What follows belongs to an exercise in optimizing a design on an open flow for small area, a short achievable clock period and few clock cycles per item; a production flow would make more cautious choices.
Where RTL was checked, it was by simulation tests only, not by an equivalence proof against the original.
Power figures rest on the tool's default switching activity, not on a simulated workload.

==> run B <==
==> flow/design.v (excerpt) <==
module blob_slot_tracker (
  input  logic                       clk,
  input  logic                       rst,
  input  logic                       req_valid,
  output logic                       req_ready,
  input  logic                       req_type,
  input  logic [COORD_W-1:0]         req_det_x,
  input  logic [COORD_W-1:0]         req_det_y,
  output logic                       rsp_valid,
  input  logic                       rsp_ready,
  output logic [STATUS_W-1:0]        rsp_status,
  output logic [IDX_OUT_W-1:0]       rsp_slot_index,
  output logic signed [ENERGY_W-1:0] rsp_slot_energy,
  input  logic                       cfg_valid,
  output logic                       cfg_ready,
  input  logic [CFG_IDX_W-1:0]       cfg_index,
  input  logic [CFG_DATA_W-1:0]      cfg_data
);
clock: 13.0 ns
lec_check: 0
cap_margin: 20
core_margin: 2
core_utilization: 40
slew_margin: 20
standard.sh (not shown) runs the stock make flow with config.mk's settings and CLKGATE_MAP_FILE= SYNTH_SCRIPT=/design/flow/synth_recipe.tcl, a recipe that flattens the netlist after the stock synthesis.
==> flow/flow/run.sh <==
#!/bin/bash
# The standard layout (standard.sh); timing repair aims for a setup slack of 8.0 ns
# at the design's own clock and constraints. Output goes to standard.log.
set -o pipefail
export SETUP_SLACK_MARGIN=8.0
bash standard.sh > standard.log 2>&1
==> run H (differences from run B) <==
--- a/flow/design.v
+++ b/flow/design.v
@@ -102,14 +102,29 @@
       for (int k = j + 1; k < S; k++) below[j] = below[j] | oh[k];
     end
   endfunction
   function automatic logic [SLOT_W-1:0] enc(input logic [S-1:0] oh);
     enc = '0;
     for (int j = 0; j < S; j++) if (oh[j]) enc = enc | SLOT_W'(j);
   endfunction
+  function automatic logic [5*TW-1:0] sq_rows(input logic [7:0] a);
+    logic [TW-1:0] row [5];
+    int            h [TW];
+    for (int r = 0; r < 5; r++) row[r] = '0;
+    for (int k = 0; k < TW; k++) h[k] = 0;
+    for (int i = 0; i < 8; i++) begin
+      row[h[2*i]][2*i] = a[i];
+      h[2*i]++;
+      for (int j = i + 1; j < 8; j++) begin
+        row[h[i+j+1]][i+j+1] = a[i] & a[j];
+        h[i+j+1]++;
+      end
+    end
+    sq_rows = {row[4], row[3], row[2], row[1], row[0]};
+  endfunction
   logic [CFG_SLOTS_W-1:0] slots_in_use;
   logic [RADIUS_W-1:0]    radius;
   logic [CAP_W-1:0]       cap;
   always_ff @(posedge clk) begin
     if (rst) begin
       slots_in_use <= RST_SLOTS;
       radius       <= RST_RADIUS;
@@ -124,17 +139,22 @@
       endcase
     end
   end
   logic                rnz;
   logic [RADIUS_W-1:0] rm1;     
   assign rm1 = radius - RADIUS_W'(1);
   logic [RADIUS_W-1:0] tin;     
+  logic [TW-1:0]       kr2;     
+  logic [5*TW-1:0]     rr_rows;
+  assign rr_rows = sq_rows(radius);
   always_ff @(posedge clk) begin
     rnz <= |radius;
     tin <= RADIUS_W'(({4'b0, radius} + {3'b0, radius, 1'b0} + {1'b0, radius, 3'b0}) >> 4);
+    kr2 <= TW'(1 << (TW - 1)) - (rr_rows[0*TW +: TW] + rr_rows[1*TW +: TW] + rr_rows[2*TW +: TW]
+                                 + rr_rows[3*TW +: TW] + rr_rows[4*TW +: TW]);
   end
   logic [S-1:0] slot_en;
   always_comb begin
     for (int j = 0; j < S; j++) slot_en[j] = (N_W'(slots_in_use) > N_W'(j));
   end
   logic signed [ENERGY_W-1:0] cap_s;
   logic signed [ENERGY_W-1:0] claim_e;
@@ -161,16 +181,15 @@
   logic [S-1:0]       p3_c;       
   logic [7:0]         p3_ax, p3_ay;
   logic               p3_oc;      
   logic               p3_sm;      
   logic               p3_fb;      
   logic               p3_of;      
   logic [DW-1:0]      rcx, rcy;   
-  logic               xb, xd;
-  logic [1:0]         xph;
+  logic               xb, xd, xph;
   logic [TW-1:0]      xacc;
   logic [15:0]        xsh;
   logic [7:0]         xmq;
   logic [S-1:0]       last_upd;   
   logic               osk_v;
   logic [STATUS_W-1:0]  osk_st;
   logic [IDX_OUT_W-1:0] osk_idx;
@@ -211,55 +230,57 @@
   logic               d_oc, d_sm;
   assign d_x  = p3_rb ? p3_x : p2_x;
   assign d_y  = p3_rb ? p3_y : p2_y;
   assign d_cx = p3_rb ? rcx : p2_cx;
   assign d_cy = p3_rb ? rcy : p2_cy;
   assign d_ax = absdiff8(d_x[DW-1:0], d_cx);
   assign d_ay = absdiff8(d_y[DW-1:0], d_cy);
-  assign d_oc = (d_ax <= tin) && (d_ay <= tin);
-  assign d_sm = (d_ax >= radius) || (d_ay >= radius);
+  assign d_oc = geq(COORD_W'(tin), COORD_W'(d_ax)) && geq(COORD_W'(tin), COORD_W'(d_ay));
+  assign d_sm = geq(COORD_W'(d_ax), COORD_W'(radius)) || geq(COORD_W'(d_ay), COORD_W'(radius));
   logic       fb2, of2;
   logic [7:0] fx2, fy2;
   assign fb2 = p2_fb;
   assign fx2 = absdiff8(p2_x[DW-1:0], p3_x[DW-1:0]);
   assign fy2 = absdiff8(p2_y[DW-1:0], p3_y[DW-1:0]);
-  assign of2 = (fx2 <= tin) && (fy2 <= tin);
-  logic [S-1:0] s_oh, rem, free_oh;
+  assign of2 = geq(COORD_W'(tin), COORD_W'(fx2)) && geq(COORD_W'(tin), COORD_W'(fy2));
+  logic [S-1:0] s_oh, below_c, below_s, rem, free_oh;
   logic         sv, cs, cv, act_c, crel, s_below_c, c_below_s, rem_below_s, rem_any;
-  logic         q_sv, q_cv, q_cs, q_actc, q_sbc, q_rany, q_rbs;
-  logic [ENERGY_W-1:0] q_bc, q_bs;
   logic         kc, vc, hs, su, hc, rsu, unc, rfull;
   logic         sel_s, sel_c, nomatch, has_free, rpl, base, tick_done;
-  logic [ENERGY_W-1:0]        b_c, b_s, nb_c, nb_s, new_b, claim_b, b_rc;
+  logic [ENERGY_W-1:0]        b_c, b_s, nb_c, nb_s, new_b, claim_b;
+  logic signed [ENERGY_W-1:0] e_c, e_s, he_c, he_s;
+  assign s_oh    = last_upd;
+  assign sv      = |last_upd;
+  assign cv      = |p3_c;
+  assign below_c = below(p3_c);
+  assign below_s = below(s_oh) & {S{sv}};
   always_comb begin
-    b_rc = '0;
-    for (int j = 0; j < S; j++) b_rc = b_rc | ({ENERGY_W{p3_c[j]}} & se[j]);
+    b_c = '0;
+    b_s = '0;
+    for (int j = 0; j < S; j++) begin
+      b_c = b_c | ({ENERGY_W{p3_c[j]}} & se[j]);
+      b_s = b_s | ({ENERGY_W{s_oh[j]}} & se[j]);
+    end
   end
-  logic signed [ENERGY_W-1:0] e_c, e_s, he_c, he_s;
-  assign s_oh      = last_upd;
-  assign sv        = q_sv;
-  assign cv        = q_cv;
-  assign b_c       = q_bc;
-  assign b_s       = q_bs;
-  assign cs        = q_cs;
-  assign act_c     = q_actc;
+  assign cs        = |(p3_c & s_oh);
+  assign act_c     = |(p3_c & act);
   assign crel      = cv && !cs && act_c;       
-  assign s_below_c = q_sbc;
+  assign s_below_c = |(s_oh & below_c);
   assign c_below_s = cv && !cs && !s_below_c;
   assign kc        = p3_oc || p3_sm || xd;
   assign vc        = p3_oc || (xd && !xacc[TW-1]);
   assign hc        = crel && vc;
   assign hs        = sv && p3_fb && p3_of;
   assign su        = sv && p3_fb && !p3_of;
   assign rsu       = su && !(crel && kc && vc && c_below_s);
   assign rfull     = rsu || p3_pst;
   assign unc       = !rfull && crel && !kc;
   assign rem         = p3_m & ~p3_c & ~s_oh & act;
-  assign rem_any     = q_rany;
-  assign rem_below_s = q_rbs;
+  assign rem_any     = |rem;
+  assign rem_below_s = |(rem & below_s);
   assign sel_s    = hs && (s_below_c || cs || (!hc && !rem_below_s));
   assign sel_c    = hc && !(hs && (s_below_c || cs));
   assign nomatch  = !sel_s && !sel_c && !rem_any;
   assign rpl      = !sel_s && !sel_c && rem_any;
   assign free_oh  = lowest(~act & slot_en);
   assign has_free = |(~act & slot_en);
   assign base      = p3_v && !p3_ra && !p3_rb && !osk_v;
@@ -270,21 +291,19 @@
   assign he_c    = (e_c < cap_s) ? e_c + ENERGY_GAIN : e_c;
   assign he_s    = (e_s < cap_s) ? e_s + ENERGY_GAIN : e_s;
   assign nb_c    = (e_c < cap_s) ? b_c + ENERGY_W'(ENERGY_GAIN) : b_c;
   assign nb_s    = (e_s < cap_s) ? b_s + ENERGY_W'(ENERGY_GAIN) : b_s;
   assign claim_b = tcnt + claim_e;
   assign new_b   = sel_s ? nb_s : (sel_c ? nb_c : claim_b);
   logic [S-1:0] upd;
-  logic         g_upd;
-  assign g_upd = base && p3_t && !rfull && !unc;
   assign upd = (base && p3_t && !rfull && !unc) ? (({S{sel_s}} & s_oh) | ({S{sel_c}} & p3_c) |
                                                    ({S{nomatch}} & free_oh)) : '0;
   logic [S-1:0] kill;
   always_comb begin
-    for (int j = 0; j < S; j++) kill[j] = tick_done && act[j] && (se[j][6:0] == tm1[6:0]);
+    for (int j = 0; j < S; j++) kill[j] = tick_done && act[j] && (se[j] == tm1);
   end
   logic [STATUS_W-1:0]  r_st;
   logic [IDX_OUT_W-1:0] r_idx;
   logic [ENERGY_W-1:0]  r_en;
   always_comb begin
     if (!p3_t) begin
       r_st = ST_TICK;  r_idx = '0;                       r_en = '0;
@@ -294,64 +313,19 @@
       r_st = ST_MATCH; r_idx = IDX_OUT_W'(enc(p3_c));    r_en = he_c;
     end else if (has_free) begin
       r_st = ST_CLAIM; r_idx = IDX_OUT_W'(enc(free_oh)); r_en = claim_e;
     end else begin
       r_st = ST_DROP;  r_idx = '0;                       r_en = '0;
     end
   end
-  logic         w_s, w_c, w_f;
-  logic [S-1:0] n_a0, n_r0, n_bc;
-  logic         n_cs, n_sbc, n_rany, n_rbs;
-  logic [ENERGY_W-1:0] n_b;
-  assign w_s  = g_upd && sel_s;
-  assign w_c  = g_upd && sel_c;
-  assign w_f  = g_upd && nomatch && has_free;
-  assign n_a0 = act & ~kill;
-  assign n_r0 = p2_m & ~p2_c & n_a0;
-  assign n_bc = below(p2_c);
-  assign n_cs   = (w_s && |(p2_c & s_oh)) || (w_c && |(p2_c & p3_c)) || (w_f && |(p2_c & free_oh));
-  assign n_sbc  = (w_s && |(s_oh & n_bc)) || (w_c && |(p3_c & n_bc)) || (w_f && |(free_oh & n_bc));
-  assign n_rany = (w_s ? |(n_r0 & ~s_oh) : 1'b0) || (w_c ? |(n_r0 & ~p3_c) : 1'b0) ||
-                  (w_f ? |(n_r0 & ~free_oh) : 1'b0) || (!w_s && !w_c && !w_f && |n_r0);
-  assign n_rbs  = (w_s && |(n_r0 & ~s_oh & below(s_oh))) || (w_c && |(n_r0 & ~p3_c & below(p3_c))) ||
-                  (w_f && |(n_r0 & ~free_oh & below(free_oh)));
-  always_comb begin
-    n_b = '0;
-    for (int j = 0; j < S; j++) n_b = n_b | ({ENERGY_W{p2_c[j]}} & se[j]);
-  end
-  always_ff @(posedge clk) begin
-    if (adv2) begin
-      q_sv   <= w_s || w_c || w_f;
-      q_cv   <= |p2_c;
-      q_cs   <= n_cs;
-      q_actc <= |(p2_c & n_a0) || n_cs;
-      q_sbc  <= n_sbc;
-      q_rany <= n_rany;
-      q_rbs  <= n_rbs;
-      q_bc   <= n_b;
-      q_bs   <= new_b;
-    end else if (p3_rb) begin
-      q_sv   <= 1'b0;
-      q_cv   <= |p3_c;
-      q_cs   <= 1'b0;
-      q_actc <= |(p3_c & act);
-      q_sbc  <= 1'b0;
-      q_rany <= |(p3_m & ~p3_c & act);
-      q_rbs  <= 1'b0;
-      q_bc   <= b_rc;
-    end
-  end
   logic [S-1:0] f_m;
-  logic         f_stale;
+  logic         f_take_s, f_stale;
   assign f_m      = (box1 & ~kill & ~upd) | (upd & {S{box13}});
-  logic [S-1:0] pk_cb;
-  assign pk_cb    = below(pk_c) | pk_c;
-  assign f_stale  = g_upd && ((sel_s && ((box13 && |(s_oh & pk_cb)) || |(s_oh & pk_c))) ||
-                              (sel_c && ((box13 && |(p3_c & pk_cb)) || |(p3_c & pk_c))) ||
-                              (nomatch && ((box13 && |(free_oh & pk_cb)) || |(free_oh & pk_c))));
+  assign f_take_s = box13 && |(upd & (below(pk_c) | pk_c));
+  assign f_stale  = !box13 && |(upd & pk_c);
   always_ff @(posedge clk) begin
     if (rst) begin
       sk_v     <= 1'b0;
       p1_v     <= 1'b0;
       p2_v     <= 1'b0;
       p3_v     <= 1'b0;
       p3_ra    <= 1'b0;
@@ -396,17 +370,17 @@
     end
     if (adv1) begin
       p2_t   <= p1_t;
       p2_x   <= p1_x;
       p2_y   <= p1_y;
       p2_fb  <= p2_v ? box12 : box13;
       p2_m   <= f_m;
-      p2_c   <= pk_c;
-      p2_cx  <= pk_cx;
-      p2_cy  <= pk_cy;
+      p2_c   <= f_take_s ? upd : pk_c;
+      p2_cx  <= f_take_s ? p3_x[DW-1:0] : pk_cx;
+      p2_cy  <= f_take_s ? p3_y[DW-1:0] : pk_cy;
       p2_pst <= f_stale;
     end
     if (adv2) begin
       p3_t   <= p2_t;
       p3_x   <= p2_x;
       p3_y   <= p2_y;
       p3_m   <= p2_m;
@@ -438,34 +412,30 @@
     if (rst) begin
       xb <= 1'b0;
       xd <= 1'b0;
     end else if (adv2 || p3_ra || p3_rb) begin
       xb <= 1'b0;
       xd <= 1'b0;
     end else if (xb) begin
-      if (xmq[0]) xacc <= xacc + (TW'(xsh) ^ {TW{xph[1]}}) + TW'(xph[1]);
+      if (xmq[0]) xacc <= xacc + TW'(xsh);
       if (|xmq[7:1]) begin
         xsh <= {xsh[14:0], 1'b0};
         xmq <= {1'b0, xmq[7:1]};
-      end else if (xph == 2'd0) begin
-        xph <= 2'd1;
+      end else if (!xph) begin
+        xph <= 1'b1;
         xsh <= {8'b0, p3_ay};
         xmq <= p3_ay;
-      end else if (xph == 2'd1) begin
-        xph <= 2'd2;
-        xsh <= {8'b0, radius};
-        xmq <= radius;
       end else begin
         xb <= 1'b0;
         xd <= 1'b1;
       end
     end else if (base && p3_t && unc && !xd) begin
       xb   <= 1'b1;
-      xph  <= 2'd0;
-      xacc <= TW'(1 << (TW - 1));
+      xph  <= 1'b0;
+      xacc <= kr2;
       xsh  <= {8'b0, p3_ax};
       xmq  <= p3_ax;
     end
   end
   always_ff @(posedge clk) begin
     if (rst) begin
       tcnt <= '0;
==> flow/flow/run.sh (replaced) <==
#!/bin/bash
# The standard layout (standard.sh); timing repair aims for a setup slack of 8.5 ns
# at the design's own clock and constraints. Output goes to standard.log.
set -o pipefail
export SETUP_SLACK_MARGIN=8.5
bash standard.sh > standard.log 2>&1
==> run E (differences from run B) <==
--- a/flow/design.v
+++ b/flow/design.v
@@ -102,14 +102,29 @@
       for (int k = j + 1; k < S; k++) below[j] = below[j] | oh[k];
     end
   endfunction
   function automatic logic [SLOT_W-1:0] enc(input logic [S-1:0] oh);
     enc = '0;
     for (int j = 0; j < S; j++) if (oh[j]) enc = enc | SLOT_W'(j);
   endfunction
+  function automatic logic [5*TW-1:0] sq_rows(input logic [7:0] a);
+    logic [TW-1:0] row [5];
+    int            h [TW];
+    for (int r = 0; r < 5; r++) row[r] = '0;
+    for (int k = 0; k < TW; k++) h[k] = 0;
+    for (int i = 0; i < 8; i++) begin
+      row[h[2*i]][2*i] = a[i];
+      h[2*i]++;
+      for (int j = i + 1; j < 8; j++) begin
+        row[h[i+j+1]][i+j+1] = a[i] & a[j];
+        h[i+j+1]++;
+      end
+    end
+    sq_rows = {row[4], row[3], row[2], row[1], row[0]};
+  endfunction
   logic [CFG_SLOTS_W-1:0] slots_in_use;
   logic [RADIUS_W-1:0]    radius;
   logic [CAP_W-1:0]       cap;
   always_ff @(posedge clk) begin
     if (rst) begin
       slots_in_use <= RST_SLOTS;
       radius       <= RST_RADIUS;
@@ -124,17 +139,22 @@
       endcase
     end
   end
   logic                rnz;
   logic [RADIUS_W-1:0] rm1;     
   assign rm1 = radius - RADIUS_W'(1);
   logic [RADIUS_W-1:0] tin;     
+  logic [TW-1:0]       kr2;     
+  logic [5*TW-1:0]     rr_rows;
+  assign rr_rows = sq_rows(radius);
   always_ff @(posedge clk) begin
     rnz <= |radius;
     tin <= RADIUS_W'(({4'b0, radius} + {3'b0, radius, 1'b0} + {1'b0, radius, 3'b0}) >> 4);
+    kr2 <= TW'(1 << (TW - 1)) - (rr_rows[0*TW +: TW] + rr_rows[1*TW +: TW] + rr_rows[2*TW +: TW]
+                                 + rr_rows[3*TW +: TW] + rr_rows[4*TW +: TW]);
   end
   logic [S-1:0] slot_en;
   always_comb begin
     for (int j = 0; j < S; j++) slot_en[j] = (N_W'(slots_in_use) > N_W'(j));
   end
   logic signed [ENERGY_W-1:0] cap_s;
   logic signed [ENERGY_W-1:0] claim_e;
@@ -161,16 +181,15 @@
   logic [S-1:0]       p3_c;       
   logic [7:0]         p3_ax, p3_ay;
   logic               p3_oc;      
   logic               p3_sm;      
   logic               p3_fb;      
   logic               p3_of;      
   logic [DW-1:0]      rcx, rcy;   
-  logic               xb, xd;
-  logic [1:0]         xph;
+  logic               xb, xd, xph;
   logic [TW-1:0]      xacc;
   logic [15:0]        xsh;
   logic [7:0]         xmq;
   logic [S-1:0]       last_upd;   
   logic               osk_v;
   logic [STATUS_W-1:0]  osk_st;
   logic [IDX_OUT_W-1:0] osk_idx;
@@ -211,22 +230,22 @@
   logic               d_oc, d_sm;
   assign d_x  = p3_rb ? p3_x : p2_x;
   assign d_y  = p3_rb ? p3_y : p2_y;
   assign d_cx = p3_rb ? rcx : p2_cx;
   assign d_cy = p3_rb ? rcy : p2_cy;
   assign d_ax = absdiff8(d_x[DW-1:0], d_cx);
   assign d_ay = absdiff8(d_y[DW-1:0], d_cy);
-  assign d_oc = (d_ax <= tin) && (d_ay <= tin);
-  assign d_sm = (d_ax >= radius) || (d_ay >= radius);
+  assign d_oc = geq(COORD_W'(tin), COORD_W'(d_ax)) && geq(COORD_W'(tin), COORD_W'(d_ay));
+  assign d_sm = geq(COORD_W'(d_ax), COORD_W'(radius)) || geq(COORD_W'(d_ay), COORD_W'(radius));
   logic       fb2, of2;
   logic [7:0] fx2, fy2;
   assign fb2 = p2_fb;
   assign fx2 = absdiff8(p2_x[DW-1:0], p3_x[DW-1:0]);
   assign fy2 = absdiff8(p2_y[DW-1:0], p3_y[DW-1:0]);
-  assign of2 = (fx2 <= tin) && (fy2 <= tin);
+  assign of2 = geq(COORD_W'(tin), COORD_W'(fx2)) && geq(COORD_W'(tin), COORD_W'(fy2));
   logic [S-1:0] s_oh, rem, free_oh;
   logic         sv, cs, cv, act_c, crel, s_below_c, c_below_s, rem_below_s, rem_any;
   logic         q_sv, q_cv, q_cs, q_actc, q_sbc, q_rany, q_rbs;
   logic [ENERGY_W-1:0] q_bc, q_bs;
   logic         kc, vc, hs, su, hc, rsu, unc, rfull;
   logic         sel_s, sel_c, nomatch, has_free, rpl, base, tick_done;
   logic [ENERGY_W-1:0]        b_c, b_s, nb_c, nb_s, new_b, claim_b, b_rc;
@@ -276,15 +295,15 @@
   logic [S-1:0] upd;
   logic         g_upd;
   assign g_upd = base && p3_t && !rfull && !unc;
   assign upd = (base && p3_t && !rfull && !unc) ? (({S{sel_s}} & s_oh) | ({S{sel_c}} & p3_c) |
                                                    ({S{nomatch}} & free_oh)) : '0;
   logic [S-1:0] kill;
   always_comb begin
-    for (int j = 0; j < S; j++) kill[j] = tick_done && act[j] && (se[j][6:0] == tm1[6:0]);
+    for (int j = 0; j < S; j++) kill[j] = tick_done && act[j] && (se[j] == tm1);
   end
   logic [STATUS_W-1:0]  r_st;
   logic [IDX_OUT_W-1:0] r_idx;
   logic [ENERGY_W-1:0]  r_en;
   always_comb begin
     if (!p3_t) begin
       r_st = ST_TICK;  r_idx = '0;                       r_en = '0;
@@ -337,21 +356,22 @@
       q_sbc  <= 1'b0;
       q_rany <= |(p3_m & ~p3_c & act);
       q_rbs  <= 1'b0;
       q_bc   <= b_rc;
     end
   end
   logic [S-1:0] f_m;
-  logic         f_stale;
+  logic         f_take_s, f_stale;
   assign f_m      = (box1 & ~kill & ~upd) | (upd & {S{box13}});
   logic [S-1:0] pk_cb;
   assign pk_cb    = below(pk_c) | pk_c;
-  assign f_stale  = g_upd && ((sel_s && ((box13 && |(s_oh & pk_cb)) || |(s_oh & pk_c))) ||
-                              (sel_c && ((box13 && |(p3_c & pk_cb)) || |(p3_c & pk_c))) ||
-                              (nomatch && ((box13 && |(free_oh & pk_cb)) || |(free_oh & pk_c))));
+  assign f_take_s = box13 && g_upd && ((sel_s && |(s_oh & pk_cb)) || (sel_c && |(p3_c & pk_cb)) ||
+                                       (nomatch && |(free_oh & pk_cb)));
+  assign f_stale  = !box13 && g_upd && ((sel_s && |(s_oh & pk_c)) || (sel_c && |(p3_c & pk_c)) ||
+                                        (nomatch && |(free_oh & pk_c)));
   always_ff @(posedge clk) begin
     if (rst) begin
       sk_v     <= 1'b0;
       p1_v     <= 1'b0;
       p2_v     <= 1'b0;
       p3_v     <= 1'b0;
       p3_ra    <= 1'b0;
@@ -396,17 +416,17 @@
     end
     if (adv1) begin
       p2_t   <= p1_t;
       p2_x   <= p1_x;
       p2_y   <= p1_y;
       p2_fb  <= p2_v ? box12 : box13;
       p2_m   <= f_m;
-      p2_c   <= pk_c;
-      p2_cx  <= pk_cx;
-      p2_cy  <= pk_cy;
+      p2_c   <= f_take_s ? upd : pk_c;
+      p2_cx  <= f_take_s ? p3_x[DW-1:0] : pk_cx;
+      p2_cy  <= f_take_s ? p3_y[DW-1:0] : pk_cy;
       p2_pst <= f_stale;
     end
     if (adv2) begin
       p3_t   <= p2_t;
       p3_x   <= p2_x;
       p3_y   <= p2_y;
       p3_m   <= p2_m;
@@ -438,34 +458,30 @@
     if (rst) begin
       xb <= 1'b0;
       xd <= 1'b0;
     end else if (adv2 || p3_ra || p3_rb) begin
       xb <= 1'b0;
       xd <= 1'b0;
     end else if (xb) begin
-      if (xmq[0]) xacc <= xacc + (TW'(xsh) ^ {TW{xph[1]}}) + TW'(xph[1]);
+      if (xmq[0]) xacc <= xacc + TW'(xsh);
       if (|xmq[7:1]) begin
         xsh <= {xsh[14:0], 1'b0};
         xmq <= {1'b0, xmq[7:1]};
-      end else if (xph == 2'd0) begin
-        xph <= 2'd1;
+      end else if (!xph) begin
+        xph <= 1'b1;
         xsh <= {8'b0, p3_ay};
         xmq <= p3_ay;
-      end else if (xph == 2'd1) begin
-        xph <= 2'd2;
-        xsh <= {8'b0, radius};
-        xmq <= radius;
       end else begin
         xb <= 1'b0;
         xd <= 1'b1;
       end
     end else if (base && p3_t && unc && !xd) begin
       xb   <= 1'b1;
-      xph  <= 2'd0;
-      xacc <= TW'(1 << (TW - 1));
+      xph  <= 1'b0;
+      xacc <= kr2;
       xsh  <= {8'b0, p3_ax};
       xmq  <= p3_ax;
     end
   end
   always_ff @(posedge clk) begin
     if (rst) begin
       tcnt <= '0;
==> flow/flow/run.sh (replaced) <==
#!/bin/bash
# The standard layout (standard.sh); timing repair aims for a setup slack of 8.5 ns
# at the design's own clock and constraints. Output goes to standard.log.
set -o pipefail
export SETUP_SLACK_MARGIN=8.5
bash standard.sh > standard.log 2>&1
==> comparison <==
Run E completed with no timing, DRC or antenna violations. Run B finished with timing, DRC and antenna clean. Run H completed with no timing, DRC or antenna violations. Of run B and run E, run E has the higher cell area (gap about 6.4%, measured against run E). The lowest global-route usage belongs to run H, the highest to run E. Between run E and run H, the lower non-clock buffer count is in run E (gap 164). Between run H and run B, the lower clock skew is in run B (gap 8.4 ps). Area after synthesis, lowest first: run H, run B, run E. Sequential power is about the same in run B and run H. Between run E and run H, the lower combinational power is in run E (gap about 6%, measured against run H).
Testbench counts of run H, summed over its fixed seeds: cycles 5,913, items 5,802.
No functional check of the RTL was part of run B and run E.

port drivers added, routing unchanged:
No port has a modelled driver above. Below, the same layouts with a new extraction and two added sets of constraints. Step 1: set_driving_cell puts a clkbuf_16 on clk and a buf_2 on each other input, an assumption about the parent block. Step 2 moves the port delays by t, midway between the first and last clock arrival at a register: inputs arrive t later, outputs are due t later. That takes back most of the time a late clock gives input paths. Slacks: no drivers / after step 1 / after step 2; pairs: no drivers / after step 1.
run	t (ns)	slack for setup (ns)	worst register clock-pin slew, ns	worst data-port slew with drivers (ns)	pins driven straight from the clock port
run B	0.811	8.001 / 8.001 / 7.413	0.07 / 0.07	0.05	1
run H	0.815	8.143 / 8.143 / 7.767	0.07 / 0.07	0.04	1
run E	0.857	8.217 / 8.217 / 7.708	0.07 / 0.07	0.05	1
After both steps every run listed still meets setup and hold. For run B, which loses most, drivers alone change the setup slack by 0.000 ns; drivers and shift together by -0.588 ns.
